Context: an optimization exercise on an open-source flow, tuned for small area. The choices shown serve that exercise and are no tape-out recipe. Only simulation tests tie the RTL to the original design; equivalence was not proved. No activity file was given, so power comes from the tool's default toggle rates.

==> v14 <==
==> flow/design.v <==
`timescale 1ns/1ps
`default_nettype none
module sift_front_top (
    input  wire logic clk_100mhz,
    input  wire logic sys_rst,
    input  wire logic uart_rxd_i,
    input  wire logic send_req_i,
    output logic      uart_txd_o,
    output logic      frame_loaded_o,
    output logic      pyramid_done_o,
    output logic      busy_o
);
    localparam logic [3:0] R_STOP = 4'd8, R_WAIT = 4'd9;
    logic       rxd_meta, rxd_sync;
    logic [3:0] rph;
    logic [5:0] rbaud;
    logic [7:0] rsh;
    logic       rx_ok;       
    logic       rx_data;
    assign rx_data = !rph[3];
    assign rx_ok   = (rph == R_STOP) && (rbaud == 6'd49) && rxd_sync;
    always_ff @(posedge clk_100mhz) begin
        if (sys_rst) begin
            rxd_meta <= 1'b1;
            rxd_sync <= 1'b1;
            rph      <= R_WAIT;
            rbaud    <= '0;
        end else begin
            rxd_meta <= uart_rxd_i;
            rxd_sync <= rxd_meta;
            if (rph == R_WAIT) begin
                if (rbaud == 6'd25) begin
                    rbaud <= '0;
                    if (!rxd_sync) rph <= 4'd0;
                end else if (rbaud != '0 || !rxd_sync) begin
                    rbaud <= rbaud + 1'b1;
                end
            end else if (rbaud == 6'd49) begin
                rbaud <= '0;
                rph   <= (rph == R_STOP) ? R_WAIT : rph + 1'b1;
            end else begin
                rbaud <= rbaud + 1'b1;
            end
        end
    end
    always_ff @(posedge clk_100mhz) begin
        if (rx_data && rbaud == 6'd49) rsh <= {rxd_sync, rsh[7:1]};
    end
    logic [7:0] ring [16];
    logic [3:0] ext;         
    logic       e2;          
    logic [3:0] ph;
    logic [5:0] pidx;        
    logic [3:0] ent;
    logic       hit;
    logic       pend;        
    logic       first;       
    logic       last;        
    logic       wr;
    logic [9:0] sum;
    logic [7:0] newv;
    assign ent   = {pidx[5:4], pidx[2:1]};
    assign hit   = (ph == ent);
    assign first = !pidx[3] && !pidx[0];
    assign last  =  pidx[3] &&  pidx[0];
    assign wr    = pend && hit && (!first || rx_data);
    assign sum   = (first ? 10'd0 : {e2 && last, ext[0], ring[0]}) + {2'b00, rsh};
    assign newv  = last ? sum[9:2] : sum[7:0];
    always_ff @(posedge clk_100mhz) begin
        for (int i = 0; i < 15; i++) ring[i] <= ring[i+1];
        ring[15] <= wr ? newv : ring[0];
        ext      <= {wr ? sum[8] : ext[0], ext[3:1]};
        if (wr) e2 <= sum[9];
    end
    localparam logic [3:0] Q_STOP = 4'd9, Q_LEAD = 4'd10, Q_WA = 4'd11, Q_WB = 4'd12, Q_IDLE = 4'd15;
    logic [3:0] seq;
    logic [5:0] tbaud;
    logic       nb;
    logic       lastc;
    logic       tz;
    assign lastc          = (ent == 4'd15);
    assign tz             = (tbaud == '0);
    assign busy_o         = (seq <= Q_LEAD);
    assign frame_loaded_o = (seq == Q_WA) && (tbaud == 6'd48);
    assign pyramid_done_o = (seq == Q_WB) && tz;
    always_ff @(posedge clk_100mhz) begin
        if (sys_rst) begin
            seq        <= Q_IDLE;
            uart_txd_o <= 1'b1;
            ph         <= '0;
            pidx       <= '0;
            pend       <= 1'b0;
        end else begin
            ph <= ph + 1'b1;
            if (rx_ok) pend <= 1'b1;
            else if (wr) begin
                pend <= 1'b0;
                pidx <= pidx + 1'b1;
            end
            if (!tz) tbaud <= tbaud - 1'b1;
            case (seq)
                Q_IDLE: begin
                    if (send_req_i) begin
                        seq   <= Q_LEAD;
                        tbaud <= 6'd2;
                    end else if (rx_ok && pidx == 6'd63) begin
                        seq   <= Q_WA;
                        tbaud <= 6'd49;
                    end
                end
                Q_WA: if (tz) begin
                    seq   <= Q_WB;
                    tbaud <= 6'd18;
                end
                Q_WB: if (tz) begin
                    seq   <= send_req_i ? Q_LEAD : Q_IDLE;
                    tbaud <= 6'd2;
                end
                Q_LEAD: if (tz) begin
                    seq        <= 4'd0;
                    tbaud      <= 6'd49;
                    uart_txd_o <= 1'b0;
                end
                Q_STOP: if (tz) begin
                    {pidx[5:4], pidx[2:1]} <= ent + 1'b1;
                    if (lastc) begin
                        seq <= Q_IDLE;
                    end else begin
                        seq        <= 4'd0;
                        tbaud      <= 6'd49;
                        uart_txd_o <= 1'b0;
                    end
                end
                4'd8: if (tz) begin
                    seq        <= Q_STOP;
                    tbaud      <= lastc ? 6'd50 : 6'd51;
                    uart_txd_o <= 1'b1;
                end
                default: if (tz) begin
                    seq        <= seq + 1'b1;
                    tbaud      <= 6'd49;
                    uart_txd_o <= nb;
                end
            endcase
        end
    end
    always_ff @(posedge clk_100mhz) begin
        if (hit) nb <= ring[0][seq[2:0]];
    end
endmodule
`default_nettype wire
==> flow/run.sh <==
#!/bin/bash
# synth_recipe.tcl (not shown) runs the flow's synth.tcl, then flattens the netlist and writes it again
# the make line also repeats each setting of config.mk as NAME=value (left out here)
make -C /OpenROAD-flow-scripts/flow DESIGN_CONFIG=/design/flow/config.mk WORK_HOME=/design/flow/orfs CLKGATE_MAP_FILE= SYNTH_SCRIPT=/design/flow/synth_recipe.tcl finish
==> flow/config.mk <==
export PLATFORM = sky130hd
export DESIGN_NAME = sift_front_top
export DESIGN_NICKNAME = sift_front_top
export VERILOG_FILES = /design/flow/design.v
export SDC_FILE = /design/flow/constraint.sdc
export NUM_CORES = 4
export LEC_CHECK = 0
export CAP_MARGIN = 20
export CORE_MARGIN = 2
export CORE_UTILIZATION = 40
export CTS_BUF_LIST = sky130_fd_sc_hd__clkbuf_8 sky130_fd_sc_hd__clkbuf_16
export CTS_CLUSTER_DIAMETER = 100
export CTS_CLUSTER_SIZE = 50
export SLEW_MARGIN = 20
==> flow/constraint.sdc <==
create_clock -name core_clock -period 10.0 [get_ports {clk_100mhz}]
set_input_delay 2.0000 -clock core_clock [delete_from_list [all_inputs] [get_ports {clk_100mhz}]]
set_output_delay 2.0000 -clock core_clock [all_outputs]
set_load 0.01 [all_outputs]
==> v33: changes against v14 <==
--- a/flow/config.mk
+++ b/flow/config.mk
@@ -9,6 +9,6 @@
 export CORE_MARGIN = 2
-export CORE_UTILIZATION = 40
-export CTS_BUF_LIST = sky130_fd_sc_hd__clkbuf_8 sky130_fd_sc_hd__clkbuf_16
+export CORE_UTILIZATION = 50
+export CTS_BUF_LIST = sky130_fd_sc_hd__clkbuf_8
 export CTS_CLUSTER_DIAMETER = 100
-export CTS_CLUSTER_SIZE = 50
+export CTS_CLUSTER_SIZE = 30
 export SLEW_MARGIN = 20
==> v18: changes against v14 <==
--- a/flow/config.mk
+++ b/flow/config.mk
@@ -10,5 +10,4 @@
 export CORE_UTILIZATION = 40
-export CTS_BUF_LIST = sky130_fd_sc_hd__clkbuf_8 sky130_fd_sc_hd__clkbuf_16
-export CTS_CLUSTER_DIAMETER = 100
-export CTS_CLUSTER_SIZE = 50
+export CTS_BUF_LIST = sky130_fd_sc_hd__clkbuf_8
+export CTS_CLUSTER_SIZE = 30
 export SLEW_MARGIN = 20
==> run notes <==
* Tot GR Track Use at 0.143
* Finished Core Util at 0.455
* Fraction of area in multi-input gates at 0.325
* Core area at 0.0146 mm²
* FP Rows at 44
* GR Util met3 at 0.0413
* Flop pwr share at 0.502
* Status: finished clean
* Final setup margin at 5.14 ns
* N_taps at 184
* Routed length per instance at 14.4 µm
* Vias in the first global route at 3625
* Worst path arrival time at 2.86 ns
Source of the figures above: v18

==> run notes <==
* Vias in the first global route at 3633
* Core area at 0.0146 mm²
* Tot GR Track Use at 0.145
* Worst path arrival time at 2.82 ns
* Status: finished clean
* Finished Core Util at 0.468
* N_taps at 184
* Fraction of area in multi-input gates at 0.316
* FP Rows at 44
* Final setup margin at 5.18 ns
* Routed length per instance at 14.6 µm
* Flop pwr share at 0.453
Source of the figures above: v14

==> run notes <==
* Status: finished clean
* Worst path arrival time at 2.79 ns
* Finished Core Util at 0.566
* Tot GR Track Use at 0.179
* Final setup margin at 5.21 ns
* Routed length per instance at 14.8 µm
* Vias in the first global route at 3647
* Flop pwr share at 0.514
* Core area at 0.0116 mm²
* Fraction of area in multi-input gates at 0.329
* GR Util met3 at 0.0547
Source of the figures above: v33

[static timing again, ports no longer ideal]
No port has a modelled driver above. Below, the same layouts with a new extraction and two added sets of constraints. Step 1 sets driving cells, clkbuf_16 on the clock port and buf_2 on the other inputs (assumed; they add their load-dependent delay and slew). Step 2 also shifts input and output timing later by t, the mid clock arrival at the registers, as if the neighbouring blocks saw the same clock. Slacks: ideal / step 1 / step 2; pairs: ideal / step 1.
run	t (ns)	slack for setup (ns)	worst setup path after step 2	latest minus earliest clock arrival (ns)	worst register clock-pin slew, ns
v14	0.461	5.184 / 5.142 / 5.603	register to output	0.019 / 0.019	0.07 / 0.07
v33	0.470	5.211 / 5.177 / 5.646	register to output	0.012 / 0.011	0.09 / 0.09
v18	0.468	5.142 / 5.108 / 5.576	register to output	0.012 / 0.012	0.09 / 0.09
After both steps setup and hold are still met in every run listed.
